This is an optimization exercise on Yosys and OpenROAD, whose aim is small area and few clock cycles per item, not a production implementation. Only simulation tests tie the RTL to the original design; equivalence was not proved.

**design/flow/config.mk**
```make
export PLATFORM = sky130hd
export DESIGN_NAME = event_countdown_calc_core
export DESIGN_NICKNAME = event_countdown_calc_core
export VERILOG_FILES = /design/flow/design.v
export SDC_FILE = /design/flow/constraint.sdc
export NUM_CORES = 4
export LEC_CHECK = 0
export ABC_AREA = 1
export CAP_MARGIN = 20
export CORE_MARGIN = 2
export CORE_UTILIZATION = 40
export CTS_BUF_LIST = sky130_fd_sc_hd__clkbuf_8
export SLEW_MARGIN = 20
export SYNTH_HIERARCHICAL = 1
export SYNTH_MINIMUM_KEEP_SIZE = 0
```
**design/flow/constraint.sdc**
```tcl
create_clock -name core_clock -period 12.0 [get_ports {clk}]
set_input_delay 2.4000 -clock core_clock [delete_from_list [all_inputs] [get_ports {clk}]]
set_output_delay 2.4000 -clock core_clock [all_outputs]
set_load 0.01 [all_outputs]
```
**design/flow/design.v**
```verilog
`default_nettype none
package ecc_pkg;
  localparam int unsigned YEAR_W  = 12;
  localparam int unsigned MONTH_W = 4;
  localparam int unsigned DAY_W   = 5;
  localparam int unsigned HOUR_W  = 5;
  localparam int unsigned MIN_W   = 6;
  localparam int unsigned SEC_W   = 6;
  localparam int unsigned DAYS_W  = 20;
  localparam int unsigned CIDX_W  = 3;
  localparam int unsigned CDAT_W  = 12;
  typedef logic [YEAR_W-1:0]  year_t;
  typedef logic [MONTH_W-1:0] month_t;
  typedef logic [DAY_W-1:0]   day_t;
  typedef logic [HOUR_W-1:0]  hour_t;
  typedef logic [MIN_W-1:0]   min_t;
  typedef logic [SEC_W-1:0]   sec_t;
  typedef logic [DAYS_W-1:0]  days_t;
  localparam year_t  RST_YEAR   = 12'd2022;
  localparam month_t RST_MONTH  = 4'd5;
  localparam day_t   RST_DAY    = 5'd17;
  localparam hour_t  RST_HOUR   = 5'd10;
  localparam min_t   RST_MINUTE = 6'd56;
  localparam logic [10:0] RST_PE = 11'd1388;
  localparam logic [143:0] CUM_DAYS_TBL =
    144'ha753a9d4e98445e6d45aa5cf05a1d87c0000;
  function automatic logic [8:0] cum_days(input logic [3:0] x);
    cum_days = CUM_DAYS_TBL[x * 9 +: 9];
  endfunction
  localparam logic [319:0] CENT_V_TBL =
    320'h3deef37bd6718bdab5a4e528c1ef7358c5a92941cc62906310400;
  function automatic logic [4:0] cent_v(input logic [5:0] x);
    cent_v = CENT_V_TBL[x * 5 +: 5];
  endfunction
  localparam logic [511:0] SEC_SPLIT_TBL =
    512'hb9babb404142434445464748494a4b4c4d4e4f505152535455565758595a5b5c5d5e5f606162636465666768696a6b6c6d6e6f707172737475767778797a7b00;
  function automatic logic [7:0] sec_split(input logic [5:0] x);
    sec_split = SEC_SPLIT_TBL[x * 8 +: 8];
  endfunction
endpackage
`default_nettype wire
`default_nettype none
module ecc_fa (
  input  logic a,
  input  logic b,
  input  logic c,
  output logic s,
  output logic co
);
  assign s  = a ^ b ^ c;
  assign co = (a & b) | (a & c) | (b & c);
endmodule
module ecc_ha (
  input  logic a,
  input  logic b,
  output logic s,
  output logic co
);
  assign s  = a ^ b;
  assign co = a & b;
endmodule
`default_nettype wire
`default_nettype none
module event_countdown_calc_core (
  input  logic                   clk,
  input  logic                   rst_n,
  input  logic                   start,
  output logic                   busy,
  input  ecc_pkg::year_t         in_now_year,
  input  ecc_pkg::month_t        in_now_month,
  input  ecc_pkg::day_t          in_now_day,
  input  ecc_pkg::hour_t         in_now_hour,
  input  ecc_pkg::min_t          in_now_minute,
  input  ecc_pkg::sec_t          in_now_second,
  output logic                   out_valid,
  output ecc_pkg::days_t         out_days_left,
  output ecc_pkg::hour_t         out_hours_left,
  output ecc_pkg::min_t          out_minutes_left,
  output ecc_pkg::sec_t          out_seconds_left,
  output logic                   out_event_passed,
  input  logic                   cfg_valid,
  output logic                   cfg_ready,
  input  logic [ecc_pkg::CIDX_W-1:0] cfg_index,
  input  logic [ecc_pkg::CDAT_W-1:0] cfg_data
);
  ecc_pkg::year_t  ev_year_n;
  ecc_pkg::month_t ev_month_n;
  ecc_pkg::day_t   ev_day_n;
  ecc_pkg::hour_t  ev_hour_n;
  ecc_pkg::min_t   ev_minute_n;
  logic [15:0]     dy;
  logic [11:0]     k;
  logic [4:0]      nv;
  ecc_pkg::month_t ev_month;
  logic            wr_r, wr2_r;
  logic [10:0]     pe_r;
  ecc_pkg::hour_t  t_hours;
  ecc_pkg::min_t   t_minutes;
  ecc_pkg::sec_t   t_seconds;
  logic [1:0]      t_carry2;
  logic            v_r;
  logic [15:0]     dy_r;
  logic [11:0]     k_r;
  logic [4:0]      nv_r;
  logic [1:0]      carry2_r;
  ecc_pkg::hour_t  hours_r;
  ecc_pkg::min_t   minutes_r;
  ecc_pkg::sec_t   seconds_r;
  logic ne;
  logic [8:0] cn;
  logic [5:0] nq;
  logic [7:0] s_split;
  logic [7:0] tm;
  logic [6:0] th;
  logic [1:0] bs, bm1;
  logic s1_;
  logic c2_;
  logic s3_;
  logic c4_;
  logic s5_;
  logic c6_;
  logic s7_;
  logic c8_;
  logic s9_;
  logic c10_;
  logic s11_;
  logic c12_;
  logic s13_;
  logic c14_;
  logic s15_;
  logic c16_;
  logic s17_;
  logic c18_;
  logic s19_;
  logic c20_;
  logic s21_;
  logic c22_;
  logic s23_;
  logic c24_;
  logic s25_;
  logic c26_;
  logic s27_;
  logic c28_;
  logic s29_;
  logic c30_;
  logic s31_;
  logic c32_;
  logic s33_;
  logic c34_;
  logic s35_;
  logic c36_;
  logic s37_;
  logic c38_;
  logic s39_;
  logic c40_;
  logic s41_;
  logic c42_;
  logic s43_;
  logic c44_;
  logic [11:0] ys;
  logic [3:0] ms;
  logic [4:0] ds;
  logic [10:0] pe_g;
  logic [4:0] nv_g;
  logic n45_;
  logic s46_;
  logic c47_;
  logic s48_;
  logic c49_;
  logic s50_;
  logic c51_;
  logic s52_;
  logic c53_;
  logic s54_;
  logic c55_;
  logic s56_;
  logic c57_;
  logic s58_;
  logic c59_;
  logic n60_;
  logic s61_;
  logic c62_;
  logic n63_;
  logic s64_;
  logic c65_;
  logic n66_;
  logic s67_;
  logic c68_;
  logic n69_;
  logic s70_;
  logic c71_;
  logic s72_;
  logic c73_;
  logic s74_;
  logic c75_;
  logic s76_;
  logic c77_;
  logic k78_;
  logic k79_;
  logic k80_;
  logic k81_;
  logic k82_;
  logic k83_;
  logic k84_;
  logic k85_;
  logic k86_;
  logic k87_;
  logic s88_;
  logic c89_;
  logic s90_;
  logic c91_;
  logic s92_;
  logic c93_;
  logic s94_;
  logic c95_;
  logic s96_;
  logic c97_;
  logic s98_;
  logic c99_;
  logic s100_;
  logic c101_;
  logic s102_;
  logic c103_;
  logic s104_;
  logic c105_;
  logic s106_;
  logic c107_;
  logic s108_;
  logic c109_;
  logic s110_;
  logic c111_;
  logic s112_;
  logic c113_;
  logic s114_;
  logic c115_;
  logic s116_;
  logic c117_;
  logic s118_;
  logic c119_;
  logic s120_;
  logic c121_;
  logic [12:0] dy1;
  logic s122_;
  logic c123_;
  logic s124_;
  logic c125_;
  logic s126_;
  logic c127_;
  logic s128_;
  logic c129_;
  logic s130_;
  logic c131_;
  logic s132_;
  logic c133_;
  logic s134_;
  logic c135_;
  logic s136_;
  logic c137_;
  logic s138_;
  logic c139_;
  logic s140_;
  logic c141_;
  logic s142_;
  logic c143_;
  logic s144_;
  logic c145_;
  logic s146_;
  logic c147_;
  logic s148_;
  logic c149_;
  logic s150_;
  logic c151_;
  logic s152_;
  logic c153_;
  logic s154_;
  logic c155_;
  logic s156_;
  logic c157_;
  logic s158_;
  logic c159_;
  logic s160_;
  logic c161_;
  logic s162_;
  logic c163_;
  logic s164_;
  logic c165_;
  logic s166_;
  logic c167_;
  logic s168_;
  logic c169_;
  logic s170_;
  logic c171_;
  logic s172_;
  logic c173_;
  logic s174_;
  logic c175_;
  logic s176_;
  logic c177_;
  logic s178_;
  logic c179_;
  logic s180_;
  logic c181_;
  logic s182_;
  logic c183_;
  logic s184_;
  logic c185_;
  logic s186_;
  logic c187_;
  logic s188_;
  logic c189_;
  logic s190_;
  logic c191_;
  logic s192_;
  logic c193_;
  logic s194_;
  logic c195_;
  logic s196_;
  logic c197_;
  logic s198_;
  logic c199_;
  logic s200_;
  logic c201_;
  logic s202_;
  logic c203_;
  logic s204_;
  logic c205_;
  logic s206_;
  logic c207_;
  logic s208_;
  logic c209_;
  logic s210_;
  logic c211_;
  logic s212_;
  logic c213_;
  logic s214_;
  logic c215_;
  logic s216_;
  logic c217_;
  logic [21:0] x;
  logic tz, pas, sat;
  logic s218_;
  logic c219_;
  logic s220_;
  logic c221_;
  logic s222_;
  logic c223_;
  logic s224_;
  logic c225_;
  logic s226_;
  logic c227_;
  logic s228_;
  logic c229_;
  logic s230_;
  logic c231_;
  logic s232_;
  logic c233_;
  logic s234_;
  logic c235_;
  logic s236_;
  logic c237_;
  logic s238_;
  logic c239_;
  logic s240_;
  logic c241_;
  logic s242_;
  logic c243_;
  logic s244_;
  logic c245_;
  logic s246_;
  logic c247_;
  logic s248_;
  logic c249_;
  logic s250_;
  logic c251_;
  logic s252_;
  logic c253_;
  logic s254_;
  logic c255_;
  logic s256_;
  logic c257_;
  logic s258_;
  logic c259_;
  logic s260_;
  logic c261_;
  logic s262_;
  logic c263_;
  logic s264_;
  logic c265_;
  logic s266_;
  logic c267_;
  logic s268_;
  logic c269_;
  logic s270_;
  logic c271_;
  logic s272_;
  logic c273_;
  logic s274_;
  logic c275_;
  logic s276_;
  logic c277_;
  logic s278_;
  logic c279_;
  logic s280_;
  logic c281_;
  logic s282_;
  logic c283_;
  logic s284_;
  logic c285_;
  logic s286_;
  logic c287_;
  logic s288_;
  logic c289_;
  logic s290_;
  logic c291_;
  logic s292_;
  logic c293_;
  logic s294_;
  logic c295_;
  logic s296_;
  logic c297_;
  logic s298_;
  logic c299_;
  logic s300_;
  logic c301_;
  logic s302_;
  logic c303_;
  logic s304_;
  logic c305_;
  logic s306_;
  logic c307_;
  logic s308_;
  logic c309_;
  logic s310_;
  logic c311_;
  logic s312_;
  logic c313_;
  logic s314_;
  logic c315_;
  logic s316_;
  logic c317_;
  logic s318_;
  logic c319_;
  logic s320_;
  logic c321_;
  logic p322_;
  logic g323_;
  logic p324_;
  logic g325_;
  logic s326_;
  logic c327_;
  logic p328_;
  logic g329_;
  logic o330_;
  logic k331_;
  logic o332_;
  logic k333_;
  logic o334_;
  logic k335_;
  logic o336_;
  logic bc337_;
  logic p338_;
  logic g339_;
  logic s340_;
  logic c341_;
  logic p342_;
  logic g343_;
  logic p344_;
  logic g345_;
  logic o346_;
  logic k347_;
  logic o348_;
  logic k349_;
  logic o350_;
  logic k351_;
  logic o352_;
  logic bc353_;
  assign busy      = wr_r || wr2_r;
  assign cfg_ready = 1'b1;
  always_ff @(posedge clk) begin
    if (!rst_n) begin
      ev_year_n   <= ~ecc_pkg::RST_YEAR;
      ev_month_n  <= ~ecc_pkg::RST_MONTH;
      ev_day_n    <= ~ecc_pkg::RST_DAY;
      ev_hour_n   <= ~ecc_pkg::RST_HOUR;
      ev_minute_n <= ~ecc_pkg::RST_MINUTE;
    end else if (cfg_valid) begin
      case (cfg_index)
        3'd0: ev_year_n   <= ~cfg_data;
        3'd1: ev_month_n  <= ~cfg_data[ecc_pkg::MONTH_W-1:0];
        3'd2: ev_day_n    <= ~cfg_data[ecc_pkg::DAY_W-1:0];
        3'd3: ev_hour_n   <= ~cfg_data[ecc_pkg::HOUR_W-1:0];
        3'd4: ev_minute_n <= ~cfg_data[ecc_pkg::MIN_W-1:0];
        default: ;
      endcase
    end
  end
  assign s_split = ecc_pkg::sec_split(in_now_second);
  assign bs = s_split[7:6];
  assign t_seconds = s_split[5:0];
  ecc_fa u_s1_ (.a(in_now_minute[0]), .b(ev_minute_n[0]), .c(bs[0]), .s(s1_), .co(c2_));
  ecc_fa u_s3_ (.a(in_now_minute[1]), .b(ev_minute_n[1]), .c(bs[1]), .s(s3_), .co(c4_));
  ecc_fa u_s5_ (.a(c4_), .b(in_now_minute[2]), .c(ev_minute_n[2]), .s(s5_), .co(c6_));
  ecc_fa u_s7_ (.a(c6_), .b(in_now_minute[3]), .c(ev_minute_n[3]), .s(s7_), .co(c8_));
  ecc_fa u_s9_ (.a(c8_), .b(in_now_minute[4]), .c(ev_minute_n[4]), .s(s9_), .co(c10_));
  ecc_fa u_s11_ (.a(c10_), .b(in_now_minute[5]), .c(ev_minute_n[5]), .s(s11_), .co(c12_));
  ecc_ha u_s13_ (.a(c2_), .b(s3_), .s(s13_), .co(c14_));
  ecc_ha u_s15_ (.a(s5_), .b(c14_), .s(s15_), .co(c16_));
  ecc_ha u_s17_ (.a(s7_), .b(c16_), .s(s17_), .co(c18_));
  ecc_ha u_s19_ (.a(s9_), .b(c18_), .s(s19_), .co(c20_));
  ecc_ha u_s21_ (.a(s11_), .b(c20_), .s(s21_), .co(c22_));
  ecc_ha u_s23_ (.a(c12_), .b(c22_), .s(s23_), .co(c24_));
  assign tm[0] = s1_;
  assign tm[1] = s13_;
  assign tm[2] = s15_;
  assign tm[3] = s17_;
  assign tm[4] = s19_;
  assign tm[5] = s21_;
  assign tm[6] = s23_;
  assign tm[7] = c24_;
  assign bm1 = (tm[7:2] == 6'd0) ? 2'd0 : (tm[7:6] == 2'd0) ? 2'd1 :
               (tm[7] || (tm[6] && (tm[5:2] == 4'hF))) ? 2'd3 : 2'd2;
  assign t_minutes = {4'(~tm[5:2] + {bm1[1], bm1[1], bm1[1], !bm1[0]}), ~tm[1:0]};
  ecc_fa u_s25_ (.a(in_now_hour[0]), .b(ev_hour_n[0]), .c(bm1[0]), .s(s25_), .co(c26_));
  ecc_fa u_s27_ (.a(in_now_hour[1]), .b(ev_hour_n[1]), .c(bm1[1]), .s(s27_), .co(c28_));
  ecc_fa u_s29_ (.a(c28_), .b(in_now_hour[2]), .c(ev_hour_n[2]), .s(s29_), .co(c30_));
  ecc_fa u_s31_ (.a(c30_), .b(in_now_hour[3]), .c(ev_hour_n[3]), .s(s31_), .co(c32_));
  ecc_fa u_s33_ (.a(c32_), .b(in_now_hour[4]), .c(ev_hour_n[4]), .s(s33_), .co(c34_));
  ecc_ha u_s35_ (.a(c26_), .b(s27_), .s(s35_), .co(c36_));
  ecc_ha u_s37_ (.a(s29_), .b(c36_), .s(s37_), .co(c38_));
  ecc_ha u_s39_ (.a(s31_), .b(c38_), .s(s39_), .co(c40_));
  ecc_ha u_s41_ (.a(s33_), .b(c40_), .s(s41_), .co(c42_));
  ecc_ha u_s43_ (.a(c34_), .b(c42_), .s(s43_), .co(c44_));
  assign th[0] = s25_;
  assign th[1] = s35_;
  assign th[2] = s37_;
  assign th[3] = s39_;
  assign th[4] = s41_;
  assign th[5] = s43_;
  assign th[6] = c44_;
  assign t_carry2 = (th <= 7'd8) ? 2'd0 : (th <= 7'd32) ? 2'd1 : (th <= 7'd56) ? 2'd2 : 2'd3;
  assign t_hours = 5'(~th[4:0] + {t_carry2[1], !t_carry2[0], 3'b001});
  assign ys = busy ? ~ev_year_n : in_now_year;
  assign ms = busy ? ~ev_month_n : in_now_month;
  assign ds = busy ? ~ev_day_n : in_now_day;
  assign pe_g = busy ? 11'd0 : pe_r;
  assign nv_g = wr2_r ? nv_r : 5'd0;
  assign ne = (ys[1:0] != 2'd0) || (ms > 4'd2);
  assign cn = ecc_pkg::cum_days(ms);
  assign n45_ = ~ne;
  ecc_fa u_s46_ (.a(ys[3]), .b(ys[6]), .c(n45_), .s(s46_), .co(c47_));
  ecc_fa u_s48_ (.a(ys[2]), .b(ys[4]), .c(ys[7]), .s(s48_), .co(c49_));
  ecc_fa u_s50_ (.a(ys[3]), .b(ys[5]), .c(ys[8]), .s(s50_), .co(c51_));
  ecc_fa u_s52_ (.a(ys[4]), .b(ys[6]), .c(ys[9]), .s(s52_), .co(c53_));
  ecc_fa u_s54_ (.a(ys[5]), .b(ys[7]), .c(ys[10]), .s(s54_), .co(c55_));
  ecc_fa u_s56_ (.a(ys[6]), .b(ys[8]), .c(ys[11]), .s(s56_), .co(c57_));
  ecc_fa u_s58_ (.a(ys[7]), .b(ys[9]), .c(ne), .s(s58_), .co(c59_));
  assign n60_ = ~ne;
  ecc_fa u_s61_ (.a(c49_), .b(s50_), .c(n60_), .s(s61_), .co(c62_));
  assign n63_ = ~ne;
  ecc_fa u_s64_ (.a(c51_), .b(s52_), .c(n63_), .s(s64_), .co(c65_));
  assign n66_ = ~ne;
  ecc_fa u_s67_ (.a(c53_), .b(s54_), .c(n66_), .s(s67_), .co(c68_));
  assign n69_ = ~ne;
  ecc_fa u_s70_ (.a(c55_), .b(s56_), .c(n69_), .s(s70_), .co(c71_));
  ecc_fa u_s72_ (.a(c59_), .b(ys[8]), .c(ys[10]), .s(s72_), .co(c73_));
  ecc_fa u_s74_ (.a(c71_), .b(c57_), .c(s58_), .s(s74_), .co(c75_));
  ecc_fa u_s76_ (.a(c73_), .b(ys[9]), .c(ys[11]), .s(s76_), .co(c77_));
  assign k78_ = (ys[2] & ~ne) | (ys[2] & 1'b0) | (~ne & 1'b0);
  assign k79_ = (ys[3] & ~ne) | (ys[3] & k78_) | (~ne & k78_);
  assign k80_ = (ys[4] & ~ne) | (ys[4] & k79_) | (~ne & k79_);
  assign k81_ = (ys[2] & ys[5]) | (ys[2] & k80_) | (ys[5] & k80_);
  assign k82_ = (s46_ & 1'b0) | (s46_ & k81_) | (1'b0 & k81_);
  assign k83_ = (c47_ & s48_) | (c47_ & k82_) | (s48_ & k82_);
  assign k84_ = (s61_ & 1'b0) | (s61_ & k83_) | (1'b0 & k83_);
  assign k85_ = (c62_ & s64_) | (c62_ & k84_) | (s64_ & k84_);
  assign k86_ = (c65_ & s67_) | (c65_ & k85_) | (s67_ & k85_);
  assign k87_ = (c68_ & s70_) | (c68_ & k86_) | (s70_ & k86_);
  ecc_ha u_s88_ (.a(s74_), .b(k87_), .s(s88_), .co(c89_));
  ecc_fa u_s90_ (.a(c75_), .b(s72_), .c(c89_), .s(s90_), .co(c91_));
  ecc_ha u_s92_ (.a(s76_), .b(c91_), .s(s92_), .co(c93_));
  ecc_fa u_s94_ (.a(c77_), .b(ys[10]), .c(c93_), .s(s94_), .co(c95_));
  ecc_ha u_s96_ (.a(ys[11]), .b(c95_), .s(s96_), .co(c97_));
  assign nq[0] = s88_;
  assign nq[1] = s90_;
  assign nq[2] = s92_;
  assign nq[3] = s94_;
  assign nq[4] = s96_;
  assign nq[5] = c97_;
  assign nv = ~ecc_pkg::cent_v(nq);
  ecc_ha u_s98_ (.a(in_now_year[0]), .b(ev_year_n[0]), .s(s98_), .co(c99_));
  ecc_fa u_s100_ (.a(in_now_year[1]), .b(ev_year_n[1]), .c(c99_), .s(s100_), .co(c101_));
  ecc_fa u_s102_ (.a(in_now_year[2]), .b(ev_year_n[2]), .c(c101_), .s(s102_), .co(c103_));
  ecc_fa u_s104_ (.a(in_now_year[3]), .b(ev_year_n[3]), .c(c103_), .s(s104_), .co(c105_));
  ecc_fa u_s106_ (.a(in_now_year[4]), .b(ev_year_n[4]), .c(c105_), .s(s106_), .co(c107_));
  ecc_fa u_s108_ (.a(in_now_year[5]), .b(ev_year_n[5]), .c(c107_), .s(s108_), .co(c109_));
  ecc_fa u_s110_ (.a(in_now_year[6]), .b(ev_year_n[6]), .c(c109_), .s(s110_), .co(c111_));
  ecc_fa u_s112_ (.a(in_now_year[7]), .b(ev_year_n[7]), .c(c111_), .s(s112_), .co(c113_));
  ecc_fa u_s114_ (.a(in_now_year[8]), .b(ev_year_n[8]), .c(c113_), .s(s114_), .co(c115_));
  ecc_fa u_s116_ (.a(in_now_year[9]), .b(ev_year_n[9]), .c(c115_), .s(s116_), .co(c117_));
  ecc_fa u_s118_ (.a(in_now_year[10]), .b(ev_year_n[10]), .c(c117_), .s(s118_), .co(c119_));
  ecc_fa u_s120_ (.a(in_now_year[11]), .b(ev_year_n[11]), .c(c119_), .s(s120_), .co(c121_));
  assign dy1[0] = s98_;
  assign dy1[1] = s100_;
  assign dy1[2] = s102_;
  assign dy1[3] = s104_;
  assign dy1[4] = s106_;
  assign dy1[5] = s108_;
  assign dy1[6] = s110_;
  assign dy1[7] = s112_;
  assign dy1[8] = s114_;
  assign dy1[9] = s116_;
  assign dy1[10] = s118_;
  assign dy1[11] = s120_;
  assign dy1[12] = c121_;
  ecc_ha u_s122_ (.a(dy1[1]), .b(dy1[0]), .s(s122_), .co(c123_));
  ecc_fa u_s124_ (.a(dy1[2]), .b(dy1[0]), .c(c123_), .s(s124_), .co(c125_));
  ecc_fa u_s126_ (.a(dy1[3]), .b(dy1[1]), .c(c125_), .s(s126_), .co(c127_));
  ecc_fa u_s128_ (.a(dy1[4]), .b(dy1[2]), .c(c127_), .s(s128_), .co(c129_));
  ecc_fa u_s130_ (.a(dy1[5]), .b(dy1[3]), .c(c129_), .s(s130_), .co(c131_));
  ecc_fa u_s132_ (.a(dy1[6]), .b(dy1[4]), .c(c131_), .s(s132_), .co(c133_));
  ecc_fa u_s134_ (.a(dy1[7]), .b(dy1[5]), .c(c133_), .s(s134_), .co(c135_));
  ecc_fa u_s136_ (.a(dy1[8]), .b(dy1[6]), .c(c135_), .s(s136_), .co(c137_));
  ecc_fa u_s138_ (.a(dy1[9]), .b(dy1[7]), .c(c137_), .s(s138_), .co(c139_));
  ecc_fa u_s140_ (.a(dy1[10]), .b(dy1[8]), .c(c139_), .s(s140_), .co(c141_));
  ecc_fa u_s142_ (.a(dy1[11]), .b(dy1[9]), .c(c141_), .s(s142_), .co(c143_));
  ecc_fa u_s144_ (.a(dy1[12]), .b(dy1[10]), .c(c143_), .s(s144_), .co(c145_));
  ecc_fa u_s146_ (.a(dy1[11]), .b(c145_), .c(1'b1), .s(s146_), .co(c147_));
  ecc_ha u_s148_ (.a(dy1[12]), .b(c147_), .s(s148_), .co(c149_));
  assign dy[0] = ~dy1[0];
  assign dy[1] = s122_;
  assign dy[2] = s124_;
  assign dy[3] = s126_;
  assign dy[4] = s128_;
  assign dy[5] = s130_;
  assign dy[6] = s132_;
  assign dy[7] = s134_;
  assign dy[8] = s136_;
  assign dy[9] = s138_;
  assign dy[10] = s140_;
  assign dy[11] = s142_;
  assign dy[12] = s144_;
  assign dy[13] = s146_;
  assign dy[14] = s148_;
  assign dy[15] = c149_;
  ecc_fa u_s150_ (.a(ys[2]), .b(cn[0]), .c(ds[0]), .s(s150_), .co(c151_));
  ecc_fa u_s152_ (.a(pe_g[0]), .b(nv_g[0]), .c(ne), .s(s152_), .co(c153_));
  ecc_fa u_s154_ (.a(ys[3]), .b(cn[1]), .c(ds[1]), .s(s154_), .co(c155_));
  ecc_fa u_s156_ (.a(ys[4]), .b(cn[2]), .c(ds[2]), .s(s156_), .co(c157_));
  ecc_fa u_s158_ (.a(ys[5]), .b(cn[3]), .c(ds[3]), .s(s158_), .co(c159_));
  ecc_fa u_s160_ (.a(ys[6]), .b(cn[4]), .c(ds[4]), .s(s160_), .co(c161_));
  ecc_fa u_s162_ (.a(ys[7]), .b(cn[5]), .c(pe_g[5]), .s(s162_), .co(c163_));
  ecc_fa u_s164_ (.a(ys[8]), .b(cn[6]), .c(pe_g[6]), .s(s164_), .co(c165_));
  ecc_fa u_s166_ (.a(ys[9]), .b(cn[7]), .c(pe_g[7]), .s(s166_), .co(c167_));
  ecc_fa u_s168_ (.a(ys[10]), .b(cn[8]), .c(pe_g[8]), .s(s168_), .co(c169_));
  ecc_fa u_s170_ (.a(c151_), .b(c153_), .c(s154_), .s(s170_), .co(c171_));
  ecc_fa u_s172_ (.a(c155_), .b(s156_), .c(pe_g[2]), .s(s172_), .co(c173_));
  ecc_fa u_s174_ (.a(c157_), .b(s158_), .c(pe_g[3]), .s(s174_), .co(c175_));
  ecc_fa u_s176_ (.a(c159_), .b(s160_), .c(pe_g[4]), .s(s176_), .co(c177_));
  ecc_fa u_s178_ (.a(c169_), .b(ys[11]), .c(pe_g[9]), .s(s178_), .co(c179_));
  ecc_fa u_s180_ (.a(s170_), .b(pe_g[1]), .c(nv_g[1]), .s(s180_), .co(c181_));
  ecc_fa u_s182_ (.a(c171_), .b(s172_), .c(nv_g[2]), .s(s182_), .co(c183_));
  ecc_fa u_s184_ (.a(c173_), .b(s174_), .c(nv_g[3]), .s(s184_), .co(c185_));
  ecc_fa u_s186_ (.a(c175_), .b(s176_), .c(nv_g[4]), .s(s186_), .co(c187_));
  ecc_fa u_s188_ (.a(c177_), .b(c161_), .c(s162_), .s(s188_), .co(c189_));
  ecc_fa u_s190_ (.a(c189_), .b(c163_), .c(s164_), .s(s190_), .co(c191_));
  ecc_fa u_s192_ (.a(c191_), .b(c165_), .c(s166_), .s(s192_), .co(c193_));
  ecc_fa u_s194_ (.a(c193_), .b(c167_), .c(s168_), .s(s194_), .co(c195_));
  ecc_ha u_s196_ (.a(s150_), .b(s152_), .s(s196_), .co(c197_));
  ecc_ha u_s198_ (.a(s180_), .b(c197_), .s(s198_), .co(c199_));
  ecc_fa u_s200_ (.a(c181_), .b(s182_), .c(c199_), .s(s200_), .co(c201_));
  ecc_fa u_s202_ (.a(c183_), .b(s184_), .c(c201_), .s(s202_), .co(c203_));
  ecc_fa u_s204_ (.a(c185_), .b(s186_), .c(c203_), .s(s204_), .co(c205_));
  ecc_fa u_s206_ (.a(c187_), .b(s188_), .c(c205_), .s(s206_), .co(c207_));
  ecc_ha u_s208_ (.a(s190_), .b(c207_), .s(s208_), .co(c209_));
  ecc_ha u_s210_ (.a(s192_), .b(c209_), .s(s210_), .co(c211_));
  ecc_ha u_s212_ (.a(s194_), .b(c211_), .s(s212_), .co(c213_));
  ecc_fa u_s214_ (.a(c195_), .b(s178_), .c(c213_), .s(s214_), .co(c215_));
  ecc_fa u_s216_ (.a(c179_), .b(pe_g[10]), .c(c215_), .s(s216_), .co(c217_));
  assign k[0] = s196_;
  assign k[1] = s198_;
  assign k[2] = s200_;
  assign k[3] = s202_;
  assign k[4] = s204_;
  assign k[5] = s206_;
  assign k[6] = s208_;
  assign k[7] = s210_;
  assign k[8] = s212_;
  assign k[9] = s214_;
  assign k[10] = s216_;
  assign k[11] = c217_;
  ecc_fa u_s218_ (.a(dy_r[0]), .b(k_r[0]), .c(nv_r[0]), .s(s218_), .co(c219_));
  ecc_fa u_s220_ (.a(dy_r[1]), .b(k_r[1]), .c(nv_r[1]), .s(s220_), .co(c221_));
  ecc_fa u_s222_ (.a(dy_r[2]), .b(k_r[2]), .c(nv_r[2]), .s(s222_), .co(c223_));
  ecc_fa u_s224_ (.a(dy_r[0]), .b(dy_r[3]), .c(k_r[3]), .s(s224_), .co(c225_));
  ecc_fa u_s226_ (.a(dy_r[1]), .b(dy_r[4]), .c(k_r[4]), .s(s226_), .co(c227_));
  ecc_fa u_s228_ (.a(dy_r[2]), .b(dy_r[5]), .c(k_r[5]), .s(s228_), .co(c229_));
  ecc_fa u_s230_ (.a(dy_r[0]), .b(dy_r[3]), .c(dy_r[6]), .s(s230_), .co(c231_));
  ecc_fa u_s232_ (.a(dy_r[1]), .b(dy_r[4]), .c(dy_r[7]), .s(s232_), .co(c233_));
  ecc_fa u_s234_ (.a(dy_r[2]), .b(dy_r[5]), .c(dy_r[8]), .s(s234_), .co(c235_));
  ecc_fa u_s236_ (.a(dy_r[3]), .b(dy_r[6]), .c(dy_r[9]), .s(s236_), .co(c237_));
  ecc_fa u_s238_ (.a(dy_r[4]), .b(dy_r[7]), .c(dy_r[10]), .s(s238_), .co(c239_));
  ecc_fa u_s240_ (.a(dy_r[5]), .b(dy_r[8]), .c(dy_r[11]), .s(s240_), .co(c241_));
  ecc_fa u_s242_ (.a(dy_r[6]), .b(dy_r[9]), .c(dy_r[12]), .s(s242_), .co(c243_));
  ecc_fa u_s244_ (.a(dy_r[7]), .b(dy_r[10]), .c(dy_r[13]), .s(s244_), .co(c245_));
  ecc_fa u_s246_ (.a(dy_r[8]), .b(dy_r[11]), .c(dy_r[14]), .s(s246_), .co(c247_));
  ecc_fa u_s248_ (.a(dy_r[9]), .b(dy_r[12]), .c(dy_r[15]), .s(s248_), .co(c249_));
  ecc_fa u_s250_ (.a(s218_), .b(carry2_r[0]), .c(1'b1), .s(s250_), .co(c251_));
  ecc_fa u_s252_ (.a(c219_), .b(s220_), .c(carry2_r[1]), .s(s252_), .co(c253_));
  ecc_fa u_s254_ (.a(c223_), .b(s224_), .c(nv_r[3]), .s(s254_), .co(c255_));
  ecc_fa u_s256_ (.a(c225_), .b(s226_), .c(nv_r[4]), .s(s256_), .co(c257_));
  ecc_fa u_s258_ (.a(c227_), .b(s228_), .c(1'b1), .s(s258_), .co(c259_));
  ecc_fa u_s260_ (.a(c229_), .b(s230_), .c(k_r[6]), .s(s260_), .co(c261_));
  ecc_fa u_s262_ (.a(c231_), .b(s232_), .c(k_r[7]), .s(s262_), .co(c263_));
  ecc_fa u_s264_ (.a(c233_), .b(s234_), .c(k_r[8]), .s(s264_), .co(c265_));
  ecc_fa u_s266_ (.a(c235_), .b(s236_), .c(k_r[9]), .s(s266_), .co(c267_));
  ecc_fa u_s268_ (.a(c237_), .b(s238_), .c(k_r[10]), .s(s268_), .co(c269_));
  ecc_fa u_s270_ (.a(c239_), .b(s240_), .c(k_r[11]), .s(s270_), .co(c271_));
  ecc_fa u_s272_ (.a(c249_), .b(dy_r[10]), .c(dy_r[13]), .s(s272_), .co(c273_));
  ecc_fa u_s274_ (.a(c251_), .b(s252_), .c(1'b1), .s(s274_), .co(c275_));
  ecc_fa u_s276_ (.a(c253_), .b(c221_), .c(s222_), .s(s276_), .co(c277_));
  ecc_fa u_s278_ (.a(c263_), .b(s264_), .c(1'b1), .s(s278_), .co(c279_));
  ecc_fa u_s280_ (.a(c269_), .b(s270_), .c(1'b1), .s(s280_), .co(c281_));
  ecc_fa u_s282_ (.a(c271_), .b(c241_), .c(s242_), .s(s282_), .co(c283_));
  ecc_fa u_s284_ (.a(c273_), .b(dy_r[11]), .c(dy_r[14]), .s(s284_), .co(c285_));
  ecc_fa u_s286_ (.a(c279_), .b(c265_), .c(s266_), .s(s286_), .co(c287_));
  ecc_fa u_s288_ (.a(c283_), .b(c243_), .c(s244_), .s(s288_), .co(c289_));
  ecc_fa u_s290_ (.a(c285_), .b(dy_r[12]), .c(dy_r[15]), .s(s290_), .co(c291_));
  ecc_fa u_s292_ (.a(c287_), .b(c267_), .c(s268_), .s(s292_), .co(c293_));
  ecc_fa u_s294_ (.a(c289_), .b(c245_), .c(s246_), .s(s294_), .co(c295_));
  ecc_fa u_s296_ (.a(c295_), .b(c247_), .c(s248_), .s(s296_), .co(c297_));
  ecc_ha u_s298_ (.a(c275_), .b(s276_), .s(s298_), .co(c299_));
  ecc_fa u_s300_ (.a(c277_), .b(s254_), .c(c299_), .s(s300_), .co(c301_));
  ecc_fa u_s302_ (.a(c255_), .b(s256_), .c(c301_), .s(s302_), .co(c303_));
  ecc_fa u_s304_ (.a(c257_), .b(s258_), .c(c303_), .s(s304_), .co(c305_));
  ecc_fa u_s306_ (.a(c259_), .b(s260_), .c(c305_), .s(s306_), .co(c307_));
  ecc_fa u_s308_ (.a(c261_), .b(s262_), .c(c307_), .s(s308_), .co(c309_));
  ecc_ha u_s310_ (.a(s278_), .b(c309_), .s(s310_), .co(c311_));
  ecc_ha u_s312_ (.a(s286_), .b(c311_), .s(s312_), .co(c313_));
  ecc_ha u_s314_ (.a(s292_), .b(c313_), .s(s314_), .co(c315_));
  ecc_fa u_s316_ (.a(c293_), .b(s280_), .c(c315_), .s(s316_), .co(c317_));
  ecc_fa u_s318_ (.a(c281_), .b(s282_), .c(c317_), .s(s318_), .co(c319_));
  ecc_ha u_s320_ (.a(s288_), .b(c319_), .s(s320_), .co(c321_));
  assign p322_ = s294_ ^ 1'b0;
  assign g323_ = s294_ & 1'b0;
  assign p324_ = s296_ ^ 1'b0;
  assign g325_ = s296_ & 1'b0;
  ecc_ha u_s326_ (.a(c297_), .b(s272_), .s(s326_), .co(c327_));
  assign p328_ = s284_ ^ 1'b0;
  assign g329_ = s284_ & 1'b0;
  assign o330_ = p322_ ^ c321_;
  assign k331_ = g323_ | (p322_ & c321_);
  assign o332_ = p324_ ^ k331_;
  assign k333_ = g325_ | (p324_ & k331_);
  assign o334_ = s326_ ^ k333_;
  assign k335_ = c327_ | (s326_ & k333_);
  assign o336_ = p328_ ^ k335_;
  assign bc337_ = (g329_ | (p328_ & (c327_ | (s326_ & (g325_ | (p324_ & (g323_ | (p322_ & 1'b0)))))))) | (((((1'b1 & p322_) & p324_) & s326_) & p328_) & c321_);
  assign p338_ = s290_ ^ 1'b0;
  assign g339_ = s290_ & 1'b0;
  ecc_ha u_s340_ (.a(c291_), .b(dy_r[13]), .s(s340_), .co(c341_));
  assign p342_ = dy_r[14] ^ 1'b0;
  assign g343_ = dy_r[14] & 1'b0;
  assign p344_ = dy_r[15] ^ 1'b1;
  assign g345_ = dy_r[15] & 1'b1;
  assign o346_ = p338_ ^ bc337_;
  assign k347_ = g339_ | (p338_ & bc337_);
  assign o348_ = s340_ ^ k347_;
  assign k349_ = c341_ | (s340_ & k347_);
  assign o350_ = p342_ ^ k349_;
  assign k351_ = g343_ | (p342_ & k349_);
  assign o352_ = p344_ ^ k351_;
  assign bc353_ = (g345_ | (p344_ & (g343_ | (p342_ & (c341_ | (s340_ & (g339_ | (p338_ & 1'b0)))))))) | (((((1'b1 & p338_) & s340_) & p342_) & p344_) & bc337_);
  assign x[0] = s250_;
  assign x[1] = s274_;
  assign x[2] = s298_;
  assign x[3] = s300_;
  assign x[4] = s302_;
  assign x[5] = s304_;
  assign x[6] = s306_;
  assign x[7] = s308_;
  assign x[8] = s310_;
  assign x[9] = s312_;
  assign x[10] = s314_;
  assign x[11] = s316_;
  assign x[12] = s318_;
  assign x[13] = s320_;
  assign x[14] = o330_;
  assign x[15] = o332_;
  assign x[16] = o334_;
  assign x[17] = o336_;
  assign x[18] = o346_;
  assign x[19] = o348_;
  assign x[20] = o350_;
  assign x[21] = o352_;
  assign tz  = (hours_r == 5'd0) && (minutes_r == 6'd0) && (seconds_r == 6'd0);
  assign pas = !x[21] || (tz && (x == 22'h3FFFFF));
  assign sat = x[21] && !x[20];
  assign out_days_left    = pas ? 20'd0 : sat ? 20'hFFFFF : ~x[19:0];
  assign out_hours_left   = pas ? 5'd0  : sat ? 5'd23     : hours_r;
  assign out_minutes_left = pas ? 6'd0  : sat ? 6'd59     : minutes_r;
  assign out_seconds_left = pas ? 6'd0  : sat ? 6'd59     : seconds_r;
  assign out_event_passed = pas;
  always_ff @(posedge clk) begin
    if (!rst_n) begin
      v_r   <= 1'b0;
      wr_r  <= 1'b0;
      wr2_r <= 1'b0;
    end else begin
      v_r   <= start && !busy;
      wr_r  <= cfg_valid;
      wr2_r <= wr_r;
    end
  end
  always_ff @(posedge clk) begin
    if (!rst_n) begin
      pe_r <= ecc_pkg::RST_PE;
    end else if (wr2_r) begin
      pe_r <= ~k[10:0];
    end
  end
  always_ff @(posedge clk) begin
    dy_r      <= dy;
    k_r       <= k;
    nv_r      <= nv;
    carry2_r  <= t_carry2;
    hours_r   <= t_hours;
    minutes_r <= t_minutes;
    seconds_r <= t_seconds;
  end
  assign out_valid = v_r;
endmodule
`default_nettype wire
```
**design/flow/flow/run.sh**
```bash
#!/bin/bash
# The standard layout with two changes:
#  1. after the standard synthesis, the combinational logic between the
#     standard synthesis's registers and full adder cells is re-mapped by ABC with
#     an area script (reopt.ys); registers, full adder cells, ports and their
#     names are kept as they are;
#  2. the port buffers are plain sky130_fd_sc_hd__buf_1 cells
#     (buffer_ports -buffer_cell) instead of the delay cells buffer_ports
#     picks by default. Every port still gets a buffer.
set -euo pipefail
HERE=$(pwd)
PORTS="BUFFER_PORTS_ARGS=-buffer_cell sky130_fd_sc_hd__buf_1"
RES=$HERE/orfs/results/$FLOW_PLATFORM/event_countdown_calc_core/base
YOSYS=$FLOW_HOME/../tools/install/yosys/bin/yosys
bash standard.sh "$PORTS" "$RES/1_2_yosys.v" > standard_synth.log 2>&1
cp "$RES/1_2_yosys.v" "$HERE/standard_1_2_yosys.v"
sed -e "s#@LIB@#$FLOW_HOME/platforms/sky130hd/lib/sky130_fd_sc_hd__tt_025C_1v80.lib#g" \
    -e "s#@IN@#$HERE/standard_1_2_yosys.v#g" -e "s#@OUT@#$HERE/reopt_1_2_yosys.v#g" \
    -e "s#@ABC@#$HERE/flow/reopt.abc#g" -e "s#@TOP@#$FLOW_TOP#g" flow/reopt.ys > reopt_run.ys
"$YOSYS" -l reopt_yosys.log -q reopt_run.ys > reopt_stdout.log 2>&1
cp "$HERE/reopt_1_2_yosys.v" "$RES/1_2_yosys.v"
touch "$RES/1_2_yosys.v" "$RES/1_2_yosys.sdc"
bash standard.sh "$PORTS" finish > standard_flow.log 2>&1
```
**design/flow/flow/reopt.abc**
```
strash
dch
map -a
mfs2
strash
dch
map -a
mfs2
strash
dch
map -a
topo
```
**design/flow/flow/reopt.ys**
```
# Re-map the combinational logic of the standard synthesis with ABC.
# Registers, full adder cells and tie cells stay as they are (black boxes);
# half adder cells are re-mapped with the rest.
read_liberty -ignore_miss_func @LIB@
setattr -mod -set blackbox 1 sky130_fd_sc_hd__dfxtp_1 sky130_fd_sc_hd__fa_1 sky130_fd_sc_hd__conb_1
read_verilog @IN@
hierarchy -top @TOP@
flatten
opt_clean -purge
abc -liberty @LIB@ -script @ABC@ -dont_use sky130_fd_sc_hd__lpflow_bleeder_1 -dont_use sky130_fd_sc_hd__lpflow_clkbufkapwr_1 -dont_use sky130_fd_sc_hd__lpflow_clkbufkapwr_16 -dont_use sky130_fd_sc_hd__lpflow_clkbufkapwr_2 -dont_use sky130_fd_sc_hd__lpflow_clkbufkapwr_4 -dont_use sky130_fd_sc_hd__lpflow_clkbufkapwr_8 -dont_use sky130_fd_sc_hd__lpflow_clkinvkapwr_1 -dont_use sky130_fd_sc_hd__lpflow_clkinvkapwr_16 -dont_use sky130_fd_sc_hd__lpflow_clkinvkapwr_2 -dont_use sky130_fd_sc_hd__lpflow_clkinvkapwr_4 -dont_use sky130_fd_sc_hd__lpflow_clkinvkapwr_8 -dont_use sky130_fd_sc_hd__lpflow_decapkapwr_12 -dont_use sky130_fd_sc_hd__lpflow_decapkapwr_3 -dont_use sky130_fd_sc_hd__lpflow_decapkapwr_4 -dont_use sky130_fd_sc_hd__lpflow_decapkapwr_6 -dont_use sky130_fd_sc_hd__lpflow_decapkapwr_8 -dont_use sky130_fd_sc_hd__lpflow_inputiso0n_1 -dont_use sky130_fd_sc_hd__lpflow_inputiso0p_1 -dont_use sky130_fd_sc_hd__lpflow_inputiso1n_1 -dont_use sky130_fd_sc_hd__lpflow_inputiso1p_1 -dont_use sky130_fd_sc_hd__lpflow_inputisolatch_1 -dont_use sky130_fd_sc_hd__lpflow_isobufsrc_1 -dont_use sky130_fd_sc_hd__lpflow_isobufsrc_16 -dont_use sky130_fd_sc_hd__lpflow_isobufsrc_2 -dont_use sky130_fd_sc_hd__lpflow_isobufsrc_4 -dont_use sky130_fd_sc_hd__lpflow_isobufsrc_8 -dont_use sky130_fd_sc_hd__lpflow_isobufsrckapwr_16 -dont_use sky130_fd_sc_hd__lpflow_lsbuf_lh_hl_isowell_tap_1 -dont_use sky130_fd_sc_hd__lpflow_lsbuf_lh_hl_isowell_tap_2 -dont_use sky130_fd_sc_hd__lpflow_lsbuf_lh_hl_isowell_tap_4 -dont_use sky130_fd_sc_hd__lpflow_lsbuf_lh_isowell_4 -dont_use sky130_fd_sc_hd__lpflow_lsbuf_lh_isowell_tap_1 -dont_use sky130_fd_sc_hd__lpflow_lsbuf_lh_isowell_tap_2 -dont_use sky130_fd_sc_hd__lpflow_lsbuf_lh_isowell_tap_4 -dont_use sky130_fd_sc_hd__probe_p_8 -dont_use sky130_fd_sc_hd__probec_p_8 
# define the mapped cells (as black boxes) so later passes know their pin directions
read_liberty -lib -ignore_redef @LIB@
opt_clean -purge
hilomap -singleton -hicell sky130_fd_sc_hd__conb_1 HI -locell sky130_fd_sc_hd__conb_1 LO
splitnets
opt_clean -purge
check -assert
stat -liberty @LIB@
write_verilog -noattr -noexpr -nohex -nodec @OUT@
```
**design/flow/standard.sh**
```bash
#!/bin/bash
# synth_recipe.tcl (not shown) runs the flow's synth.tcl, then flattens the netlist and writes it again
# the make line also repeats each setting of config.mk as NAME=value (left out here)
make -C /OpenROAD-flow-scripts/flow DESIGN_CONFIG=/design/flow/config.mk WORK_HOME=/design/flow/orfs CLKGATE_MAP_FILE= SYNTH_SCRIPT=/design/flow/synth_recipe.tcl "${@:-finish}"
```
==> results by group, run 1 <==
Clock tree
  • Clock latency on the worst-skew pair: 380 ps
  • Resized Gates After CTS: 0
  • CTS Hold Bufs: 0
  • Num CTS Buffers: 9
  • TritonCTS clock tree: done
  • Buffer count from post-CTS setup fixing: 0
  • Clk slew on worst S/H paths: 100 ps
  • Num Clock Sinks: 98
  • Clock Path Buffers: 2
  • CTS root buf: clkbuf_8
  • CTS H-tree depth: 3

STA
  • Setup-failing EPs final: 0
  • Actual slew at the worst max-slew pin: 895 ps
  • Final Hold Viols: 0
  • Period minus WS final: 10900 ps
  • Final TNS setup: 0 ps
  • F_max: 0.0917 GHz
  • Slew HR: 39.7%
  • Period utilization: 90.9%
  • Final max-slew violation count: 0
  • Setup ws final: 1100 ps
  • Clk_skew: 12.6 ps
  • RSZ-0062 raised after global routing: no

Hold path
  • Hold Path End: ev_day_n[3]
  • Hold depth: 2
  • Hold Crit Start: ev_day_n[3]
  • Min-Delay Path Class: flip-flop to flip-flop

Logic synthesis
  • Synthesized cell area: 6830 µm²
  • Yosys warning count: 7
  • Synthesized area per cell: 9.32 µm²
  • Gate Count Post-Synth: 733

Drt
  • Initial DRC Count: 263
  • TritonRoute pass-1 iters: 5
  • Final ANT Viol Nets: 0
  • Via Count: 5174
  • Wirelength, routed: 15600 µm
  • Drt wl/cell: 14.5 µm
  • DRC Markers: 0
  • Vias/cell: 4.80

Placement
  • RePlAce Congestion: 0.866
  • Pre-CTS setup slack: 1500 ps
  • Estimated wirelength of the detail-placed design: 13300 µm
  • I/O Buffers: 96

Setup path
  • Critical path class: flip-flop to primary output
  • Critical Path RT: 9600 ps
  • Reg-to-Reg Start: wr_r
  • CP max FO: 34
  • R2r setup slk: 4020 ps
  • Crit-path slowest cell: nand2_1
  • CP Capture Type: primary output
  • Most numerous cell on the critical path: fa_1
  • R2r endpoint: pe_r[10]
  • Reg2Reg Depth: 21
  • Critical Path Start Type: flip-flop
  • CP arrival: 8500 ps
  • CP max stage delay: 680 ps

Die
  • Die height: 135 µm
  • Starting density of the core: 41.0%
  • Full die area: 18100 µm²
  • Core outline area: 16600 µm²
  • Die width: 135 µm
  • Cell Rows: 47
  • I/O Pins: 98

Finish
  • Register area: 1960 µm²
  • Fillers: 1646
  • Layout Nets: 1037
  • Footprint of the multi-input gates: 4610 µm²
  • Synth-to-layout area growth: 12.9%
  • Layout cell share with drive strength beyond 1: 3.96%
  • N_diodes: 0

Global route
  • Vias in the first global route: 5143
  • Initial antenna violation count: 0
  • Congestion Overflow GR: 0
  • First-pass GRT wire length: 26100 µm
  • Largest net degree at the start of global routing: 35
  • Gr usage total: 18.7%

Job
  • Max cap viols: 0

Status
  • Status: finished clean
[final cells by class]
type                            count  area share (%)
Clock buffer                        9            1.61
Clock inverter                      7           0.584
Inverter                           75            3.65
Multi-Input combinational cell    566            59.8
Sequential cell                    98            25.4
Tap cell                          220            3.57
Timing Repair Buffer              103            5.35
[worst max-delay path by stage]
stage | from | to | slack [ps] | cells past startpoint
final | dy_r[1] | out_seconds_left[2] | 1100 | 32
after floorplan | dy_r[1] | out_hours_left[3] | 2330 | 31
after detailed placement | dy_r[1] | out_seconds_left[2] | 1500 | 32
after CTS | dy_r[1] | out_seconds_left[2] | 1060 | 32
after global routing | dy_r[1] | out_seconds_left[2] | 480 | 32
after global placement | dy_r[1] | out_seconds_left[2] | 1710 | 32
[cell usage in the layout, fill, tap and decap left out, types with 2 or more instances in the layout]
cell	count
a21oi_1	56
a31oi_1	2
and2_2	7
and3_2	2
buf_1	96
buf_4	7
clkbuf_8	9
clkinv_1	75
clkinvlp_4	2
conb_1	7
dfxtp_1	98
fa_1	127
inv_1	2
inv_6	2
nand2_1	99
nand3_1	7
nand4_1	5
nor2_1	120
nor3_1	6
nor4_1	4
o211ai_1	7
o21ai_0	86
o221ai_1	2
o22ai_1	2
or2_2	2
xnor2_1	8
xor2_1	9
[flip-flops by register name, summed over array words and instances, names as in the netlist, 2 cells and up]
name and cells:
carry2_r 2, ev_hour_n 5, seconds_r 6, k_r 12, hours_r 5, dy_r 16
ev_month_n 4, ev_day_n 5, pe_r 11, nv_r 5, minutes_r 6, ev_year_n 12
ev_minute_n 6
[metal layers]
layer | up-vias | track usage (%) | routed length, µm
li1 | 2612 | - | -
met1 | 2400 | 27.3 | 7750
met2 | 153 | 28.7 | 6880
met3 | 9 | 4.02 | 874
met4 | 0 | 4.21 | 137
met5 | - | 0 | 0
[worst max-delay path, delay by kind of cell, from the launching register on]
family                   cells  cell delay, ps
adder cells (fa/ha/maj)     10            4140
AND/OR/NAND/NOR             17            3050
flip-flops                   1             450
buffers and inverters        4             360
AO/OA/AOI/OAI                1             110
[through the flow]
step	cell area [µm²]	hold WS [ps]	util (%)	instances
after floorplan	6850	437	-	739
after global placement	7540	448	45.3	1062
after detailed placement	7540	456	45.3	1062
after CTS	7710	478	46.3	1078
after global routing	7710	501	46.3	1078
final	7710	474	46.3	1078
Testbench counts, summed over its fixed seeds: cycles 16,232, items 16,000.
==> run 2, diff against run 1 <==
--- a/design/flow/design.v
+++ b/design/flow/design.v
@@ -426,16 +426,16 @@
   logic c303_;
-  logic s304_;
-  logic c305_;
-  logic s306_;
-  logic c307_;
-  logic s308_;
-  logic c309_;
-  logic s310_;
-  logic c311_;
-  logic s312_;
-  logic c313_;
-  logic s314_;
-  logic c315_;
-  logic s316_;
-  logic c317_;
+  logic n304_;
+  logic s305_;
+  logic c306_;
+  logic s307_;
+  logic c308_;
+  logic s309_;
+  logic c310_;
+  logic s311_;
+  logic c312_;
+  logic s313_;
+  logic c314_;
+  logic s315_;
+  logic c316_;
+  logic n317_;
   logic s318_;
@@ -444,12 +444,12 @@
   logic c321_;
-  logic p322_;
-  logic g323_;
+  logic s322_;
+  logic c323_;
   logic p324_;
   logic g325_;
-  logic s326_;
-  logic c327_;
-  logic p328_;
-  logic g329_;
-  logic o330_;
-  logic k331_;
+  logic p326_;
+  logic g327_;
+  logic s328_;
+  logic c329_;
+  logic p330_;
+  logic g331_;
   logic o332_;
@@ -459,13 +459,13 @@
   logic o336_;
-  logic bc337_;
-  logic p338_;
-  logic g339_;
-  logic s340_;
-  logic c341_;
-  logic p342_;
-  logic g343_;
+  logic k337_;
+  logic o338_;
+  logic bc339_;
+  logic p340_;
+  logic g341_;
+  logic s342_;
+  logic c343_;
   logic p344_;
   logic g345_;
-  logic o346_;
-  logic k347_;
+  logic p346_;
+  logic g347_;
   logic o348_;
@@ -475,3 +475,5 @@
   logic o352_;
-  logic bc353_;
+  logic k353_;
+  logic o354_;
+  logic bc355_;
   assign busy      = wr_r || wr2_r;
@@ -626,3 +628,4 @@
   ecc_fa u_s144_ (.a(dy1[12]), .b(dy1[10]), .c(c143_), .s(s144_), .co(c145_));
-  ecc_fa u_s146_ (.a(dy1[11]), .b(c145_), .c(1'b1), .s(s146_), .co(c147_));
+  assign s146_ = dy1[11] ^ c145_;
+  assign c147_ = dy1[11] | c145_;
   ecc_ha u_s148_ (.a(dy1[12]), .b(c147_), .s(s148_), .co(c149_));
@@ -641,3 +644,3 @@
   assign dy[12] = s144_;
-  assign dy[13] = s146_;
+  assign dy[13] = ~s146_;
   assign dy[14] = s148_;
@@ -706,3 +709,4 @@
   ecc_fa u_s248_ (.a(dy_r[9]), .b(dy_r[12]), .c(dy_r[15]), .s(s248_), .co(c249_));
-  ecc_fa u_s250_ (.a(s218_), .b(carry2_r[0]), .c(1'b1), .s(s250_), .co(c251_));
+  assign s250_ = s218_ ^ carry2_r[0];
+  assign c251_ = s218_ | carry2_r[0];
   ecc_fa u_s252_ (.a(c219_), .b(s220_), .c(carry2_r[1]), .s(s252_), .co(c253_));
@@ -710,3 +714,4 @@
   ecc_fa u_s256_ (.a(c225_), .b(s226_), .c(nv_r[4]), .s(s256_), .co(c257_));
-  ecc_fa u_s258_ (.a(c227_), .b(s228_), .c(1'b1), .s(s258_), .co(c259_));
+  assign s258_ = c227_ ^ s228_;
+  assign c259_ = c227_ | s228_;
   ecc_fa u_s260_ (.a(c229_), .b(s230_), .c(k_r[6]), .s(s260_), .co(c261_));
@@ -718,6 +723,9 @@
   ecc_fa u_s272_ (.a(c249_), .b(dy_r[10]), .c(dy_r[13]), .s(s272_), .co(c273_));
-  ecc_fa u_s274_ (.a(c251_), .b(s252_), .c(1'b1), .s(s274_), .co(c275_));
+  assign s274_ = c251_ ^ s252_;
+  assign c275_ = c251_ | s252_;
   ecc_fa u_s276_ (.a(c253_), .b(c221_), .c(s222_), .s(s276_), .co(c277_));
-  ecc_fa u_s278_ (.a(c263_), .b(s264_), .c(1'b1), .s(s278_), .co(c279_));
-  ecc_fa u_s280_ (.a(c269_), .b(s270_), .c(1'b1), .s(s280_), .co(c281_));
+  assign s278_ = c263_ ^ s264_;
+  assign c279_ = c263_ | s264_;
+  assign s280_ = c269_ ^ s270_;
+  assign c281_ = c269_ | s270_;
   ecc_fa u_s282_ (.a(c271_), .b(c241_), .c(s242_), .s(s282_), .co(c283_));
@@ -733,43 +741,46 @@
   ecc_fa u_s302_ (.a(c255_), .b(s256_), .c(c301_), .s(s302_), .co(c303_));
-  ecc_fa u_s304_ (.a(c257_), .b(s258_), .c(c303_), .s(s304_), .co(c305_));
-  ecc_fa u_s306_ (.a(c259_), .b(s260_), .c(c305_), .s(s306_), .co(c307_));
-  ecc_fa u_s308_ (.a(c261_), .b(s262_), .c(c307_), .s(s308_), .co(c309_));
-  ecc_ha u_s310_ (.a(s278_), .b(c309_), .s(s310_), .co(c311_));
-  ecc_ha u_s312_ (.a(s286_), .b(c311_), .s(s312_), .co(c313_));
-  ecc_ha u_s314_ (.a(s292_), .b(c313_), .s(s314_), .co(c315_));
-  ecc_fa u_s316_ (.a(c293_), .b(s280_), .c(c315_), .s(s316_), .co(c317_));
-  ecc_fa u_s318_ (.a(c281_), .b(s282_), .c(c317_), .s(s318_), .co(c319_));
-  ecc_ha u_s320_ (.a(s288_), .b(c319_), .s(s320_), .co(c321_));
-  assign p322_ = s294_ ^ 1'b0;
-  assign g323_ = s294_ & 1'b0;
-  assign p324_ = s296_ ^ 1'b0;
-  assign g325_ = s296_ & 1'b0;
-  ecc_ha u_s326_ (.a(c297_), .b(s272_), .s(s326_), .co(c327_));
-  assign p328_ = s284_ ^ 1'b0;
-  assign g329_ = s284_ & 1'b0;
-  assign o330_ = p322_ ^ c321_;
-  assign k331_ = g323_ | (p322_ & c321_);
-  assign o332_ = p324_ ^ k331_;
-  assign k333_ = g325_ | (p324_ & k331_);
-  assign o334_ = s326_ ^ k333_;
-  assign k335_ = c327_ | (s326_ & k333_);
-  assign o336_ = p328_ ^ k335_;
-  assign bc337_ = (g329_ | (p328_ & (c327_ | (s326_ & (g325_ | (p324_ & (g323_ | (p322_ & 1'b0)))))))) | (((((1'b1 & p322_) & p324_) & s326_) & p328_) & c321_);
-  assign p338_ = s290_ ^ 1'b0;
-  assign g339_ = s290_ & 1'b0;
-  ecc_ha u_s340_ (.a(c291_), .b(dy_r[13]), .s(s340_), .co(c341_));
-  assign p342_ = dy_r[14] ^ 1'b0;
-  assign g343_ = dy_r[14] & 1'b0;
-  assign p344_ = dy_r[15] ^ 1'b1;
-  assign g345_ = dy_r[15] & 1'b1;
-  assign o346_ = p338_ ^ bc337_;
-  assign k347_ = g339_ | (p338_ & bc337_);
-  assign o348_ = s340_ ^ k347_;
-  assign k349_ = c341_ | (s340_ & k347_);
-  assign o350_ = p342_ ^ k349_;
-  assign k351_ = g343_ | (p342_ & k349_);
+  assign n304_ = ~s258_;
+  ecc_fa u_s305_ (.a(c257_), .b(n304_), .c(c303_), .s(s305_), .co(c306_));
+  ecc_fa u_s307_ (.a(c259_), .b(s260_), .c(c306_), .s(s307_), .co(c308_));
+  ecc_fa u_s309_ (.a(c261_), .b(s262_), .c(c308_), .s(s309_), .co(c310_));
+  assign s311_ = s278_ ^ c310_;
+  assign c312_ = ~s278_ & c310_;
+  ecc_ha u_s313_ (.a(s286_), .b(c312_), .s(s313_), .co(c314_));
+  ecc_ha u_s315_ (.a(s292_), .b(c314_), .s(s315_), .co(c316_));
+  assign n317_ = ~s280_;
+  ecc_fa u_s318_ (.a(c293_), .b(n317_), .c(c316_), .s(s318_), .co(c319_));
+  ecc_fa u_s320_ (.a(c281_), .b(s282_), .c(c319_), .s(s320_), .co(c321_));
+  ecc_ha u_s322_ (.a(s288_), .b(c321_), .s(s322_), .co(c323_));
+  assign p324_ = s294_ ^ 1'b0;
+  assign g325_ = s294_ & 1'b0;
+  assign p326_ = s296_ ^ 1'b0;
+  assign g327_ = s296_ & 1'b0;
+  ecc_ha u_s328_ (.a(c297_), .b(s272_), .s(s328_), .co(c329_));
+  assign p330_ = s284_ ^ 1'b0;
+  assign g331_ = s284_ & 1'b0;
+  assign o332_ = p324_ ^ c323_;
+  assign k333_ = g325_ | (p324_ & c323_);
+  assign o334_ = p326_ ^ k333_;
+  assign k335_ = g327_ | (p326_ & k333_);
+  assign o336_ = s328_ ^ k335_;
+  assign k337_ = c329_ | (s328_ & k335_);
+  assign o338_ = p330_ ^ k337_;
+  assign bc339_ = (g331_ | (p330_ & (c329_ | (s328_ & (g327_ | (p326_ & (g325_ | (p324_ & 1'b0)))))))) | (((((1'b1 & p324_) & p326_) & s328_) & p330_) & c323_);
+  assign p340_ = s290_ ^ 1'b0;
+  assign g341_ = s290_ & 1'b0;
+  ecc_ha u_s342_ (.a(c291_), .b(dy_r[13]), .s(s342_), .co(c343_));
+  assign p344_ = dy_r[14] ^ 1'b0;
+  assign g345_ = dy_r[14] & 1'b0;
+  assign p346_ = dy_r[15] ^ 1'b1;
+  assign g347_ = dy_r[15] & 1'b1;
+  assign o348_ = p340_ ^ bc339_;
+  assign k349_ = g341_ | (p340_ & bc339_);
+  assign o350_ = s342_ ^ k349_;
+  assign k351_ = c343_ | (s342_ & k349_);
   assign o352_ = p344_ ^ k351_;
-  assign bc353_ = (g345_ | (p344_ & (g343_ | (p342_ & (c341_ | (s340_ & (g339_ | (p338_ & 1'b0)))))))) | (((((1'b1 & p338_) & s340_) & p342_) & p344_) & bc337_);
-  assign x[0] = s250_;
-  assign x[1] = s274_;
+  assign k353_ = g345_ | (p344_ & k351_);
+  assign o354_ = p346_ ^ k353_;
+  assign bc355_ = (g347_ | (p346_ & (g345_ | (p344_ & (c343_ | (s342_ & (g341_ | (p340_ & 1'b0)))))))) | (((((1'b1 & p340_) & s342_) & p344_) & p346_) & bc339_);
+  assign x[0] = ~s250_;
+  assign x[1] = ~s274_;
   assign x[2] = s298_;
@@ -777,19 +788,19 @@
   assign x[4] = s302_;
-  assign x[5] = s304_;
-  assign x[6] = s306_;
-  assign x[7] = s308_;
-  assign x[8] = s310_;
-  assign x[9] = s312_;
-  assign x[10] = s314_;
-  assign x[11] = s316_;
-  assign x[12] = s318_;
-  assign x[13] = s320_;
-  assign x[14] = o330_;
-  assign x[15] = o332_;
-  assign x[16] = o334_;
-  assign x[17] = o336_;
-  assign x[18] = o346_;
-  assign x[19] = o348_;
-  assign x[20] = o350_;
-  assign x[21] = o352_;
+  assign x[5] = s305_;
+  assign x[6] = s307_;
+  assign x[7] = s309_;
+  assign x[8] = ~s311_;
+  assign x[9] = s313_;
+  assign x[10] = s315_;
+  assign x[11] = s318_;
+  assign x[12] = s320_;
+  assign x[13] = s322_;
+  assign x[14] = o332_;
+  assign x[15] = o334_;
+  assign x[16] = o336_;
+  assign x[17] = o338_;
+  assign x[18] = o348_;
+  assign x[19] = o350_;
+  assign x[20] = o352_;
+  assign x[21] = o354_;
   assign tz  = (hours_r == 5'd0) && (minutes_r == 6'd0) && (seconds_r == 6'd0);
--- a/design/flow/config.mk
+++ b/design/flow/config.mk
@@ -11,3 +11,3 @@
 export CORE_UTILIZATION = 40
-export CTS_BUF_LIST = sky130_fd_sc_hd__clkbuf_8
+export CTS_BUF_LIST = sky130_fd_sc_hd__clkbuf_4 sky130_fd_sc_hd__clkbuf_8
 export SLEW_MARGIN = 20
==> run 2 against run 1 <==
Against the previous run: flip-flop and latch count unchanged; sequential share of layout area up 0.054 points; design area down 0.21%; global-route usage down 0.14 points; utilization down 0.098 points; still clean on timing, DRC and antenna.
==> results by group, run 2 <==
Global route
  • Congestion Overflow GR: 0 (unchanged)
  • Gr usage total: 18.6% (was 18.7%)
  • Initial antenna violation count: 0 (unchanged)
  • Vias in the first global route: 4999 (was 5143)
  • First-pass GRT wire length: 25800 µm (was 26100 µm)

STA
  • Clk_skew: 8.40 ps (was 12.6 ps)
  • Final max-slew violation count: 0 (unchanged)
  • Slew HR: 32.4% (was 39.7%)
  • F_max: 0.0989 GHz (was 0.0917 GHz)
  • RSZ-0062 raised after global routing: no (unchanged)
  • Actual slew at the worst max-slew pin: 1000 ps (was 895 ps)
  • Period minus WS final: 10110 ps (was 10900 ps)
  • Setup-failing EPs final: 0 (unchanged)
  • Final TNS setup: 0 ps (unchanged)
  • Period utilization: 84.3% (was 90.9%)
  • Final Hold Viols: 0 (unchanged)

Status
  • Status: finished clean (unchanged)

Placement
  • Estimated wirelength of the detail-placed design: 13600 µm (was 13300 µm)
  • RePlAce Congestion: 0.858 (was 0.866)
  • Area after DPL: 7510 µm² (was 7540 µm²)

Clock tree
  • TritonCTS clock tree: done (unchanged)
  • Clk slew on worst S/H paths: 90 ps (was 100 ps)
  • CTS Hold Bufs: 0 (unchanged)
  • Num CTS Buffers: 9 (unchanged)
  • Resized Gates After CTS: 0 (unchanged)
  • Num Clock Sinks: 98 (unchanged)
  • CTS H-tree depth: 3 (unchanged)
  • Clock Path Buffers: 2 (unchanged)
  • Clock latency on the worst-skew pair: 380 ps (about the same)

Setup path
  • CP arrival: 7710 ps (was 8500 ps)
  • Most numerous cell on the critical path: fa_1 (unchanged)
  • CP max stage delay: 530 ps (was 680 ps)
  • Critical path class: flip-flop to primary output (unchanged)
  • CP max FO: 17 (was 34)
  • Crit-path slowest cell: fa_1 (was nand2_1)
  • Reg2Reg Depth: 22 (was 21)

Finish
  • N_diodes: 0 (unchanged)
  • Post-route cell area: 7690 µm² (was 7710 µm²)
  • Fillers: 1680 (was 1646)
  • Synth-to-layout area growth: 12.8% (was 12.9%)
  • Post-route core utilization: 46.2% (was 46.3%)
  • Regs by FF count: dy_r x16, ev_year_n x12, k_r x12 (unchanged)
  • Layout cell share with drive strength beyond 1: 3.98% (was 3.96%)
  • Most frequent cells in the layout: 122 x nor2_1, 121 x fa_1, 120 x nand2_1, 98 x dfxtp_1, 96 x buf_1 (was 127 x fa_1, 120 x nor2_1, 99 x nand2_1, 98 x dfxtp_1, 96 x buf_1)
  • Layout Nets: 1052 (was 1037)
  • Max FFs per register: 16 (unchanged)
  • Most flops, register: dy_r (unchanged)
  • Most common cell after layout, fill and taps aside: nor2_1 (was fa_1)

Drt
  • Via Count: 5154 (was 5174)
  • Initial DRC Count: 223 (was 263)
  • Final ANT Viol Nets: 0 (unchanged)
  • Wirelength, routed: 16000 µm (was 15600 µm)
  • Drt wl/cell: 14.5 µm (about the same)

Logic synthesis
  • Synthesized cell area: 6820 µm² (was 6830 µm²)
  • Synthesized area per cell: 8.97 µm² (was 9.32 µm²)
  • Gate Count Post-Synth: 761 (was 733)
  • Yosys warning count: 7 (unchanged)

Die
  • I/O Pins: 98 (unchanged)
  • Full die area: 18100 µm² (about the same)
  • Starting density of the core: 41.0% (about the same)
  • Die height: 135 µm (about the same)

Hold path
  • Hold depth: 2 (unchanged)
  • Min-Delay Path Class: flip-flop to flip-flop (unchanged)

Job
  • Max cap viols: 0 (unchanged)
[run 2: cell type report]
class                           instances  area, µm²  area share [%]
Tap cell                              220        275            3.58
Clock buffer                           11        151            1.97
Timing Repair Buffer                  102        405            5.27
Sequential cell                        98       1960            25.5
Clock inverter                          5       36.3           0.472
Inverter                               85        319            4.15
Multi-Input combinational cell        578       4550            59.1
[run 2: final timing paths]
check	startpoint	endpoint	slack, ps
max	dy_r[1]	out_seconds_left[2]	1890
min	pe_r[3]	pe_r[3]	480
max reg2reg	wr_r	pe_r[10]	4180
min reg2reg	pe_r[3]	pe_r[3]	480
[run 2: per-layer routing]
metal  share of wire, %  routed length [µm]  GRT usage, %  up-vias
met4               0.93                 148          3.92        0
met1                 51                8150          27.4     2357
met5                  0                   0             0        -
met3                3.9                 628          3.53       13
met2                 44                7030          28.6      106
li1                   -                   -             -     2678
[run 2: worst max-delay path, delay by kind of cell, from the launching register on]
kind | cells | cell delay (ps)
AOI/OAI and AO/OA | 3 | 420
adders and majority gates | 10 | 4230
and+or+nand+nor | 15 | 1550
DFF | 1 | 380
buffers and inverters | 5 | 740
[run 2: metrics by stage]
stage / setup slack [ps] / hold WS [ps] / std cells
finish: 1890 / 484 / 1099
global route: 1350 / 520 / 1099
CTS: 1870 / 486 / 1099
detailed placement: 2310 / 462 / 1083
global placement: 2490 / 452 / 1083
floorplan: 2040 / 437 / 761
Testbench counts of run 2, summed over its fixed seeds: cycles 16,232, items 16,000.

separate check: timing with driven ports:
The results above use ideal ports. As a check the final layouts listed here were re-extracted and re-timed, cells and wires unchanged. Step 1: set_driving_cell puts a clkbuf_16 on clk and a buf_2 on each other input, an assumption about the parent block. Step 2, shift: input delay + t, output delay - t, t = (earliest + latest rising clock arrival at the registers) / 2. This alone moves slack from input paths to output paths. a / b / c = ideal ports / drivers / drivers and shift; a / b = the first two.
run | t, ns | setup slack, ns | worst setup path at the end | cell pins on the clock port's net
run 1 | 0.412 | 1.098 / 1.063 / 1.475 | register to output | 1
run 2 | 0.413 | 1.887 / 1.851 / 2.265 | register to output | 1
After both steps every run listed still meets setup and hold.
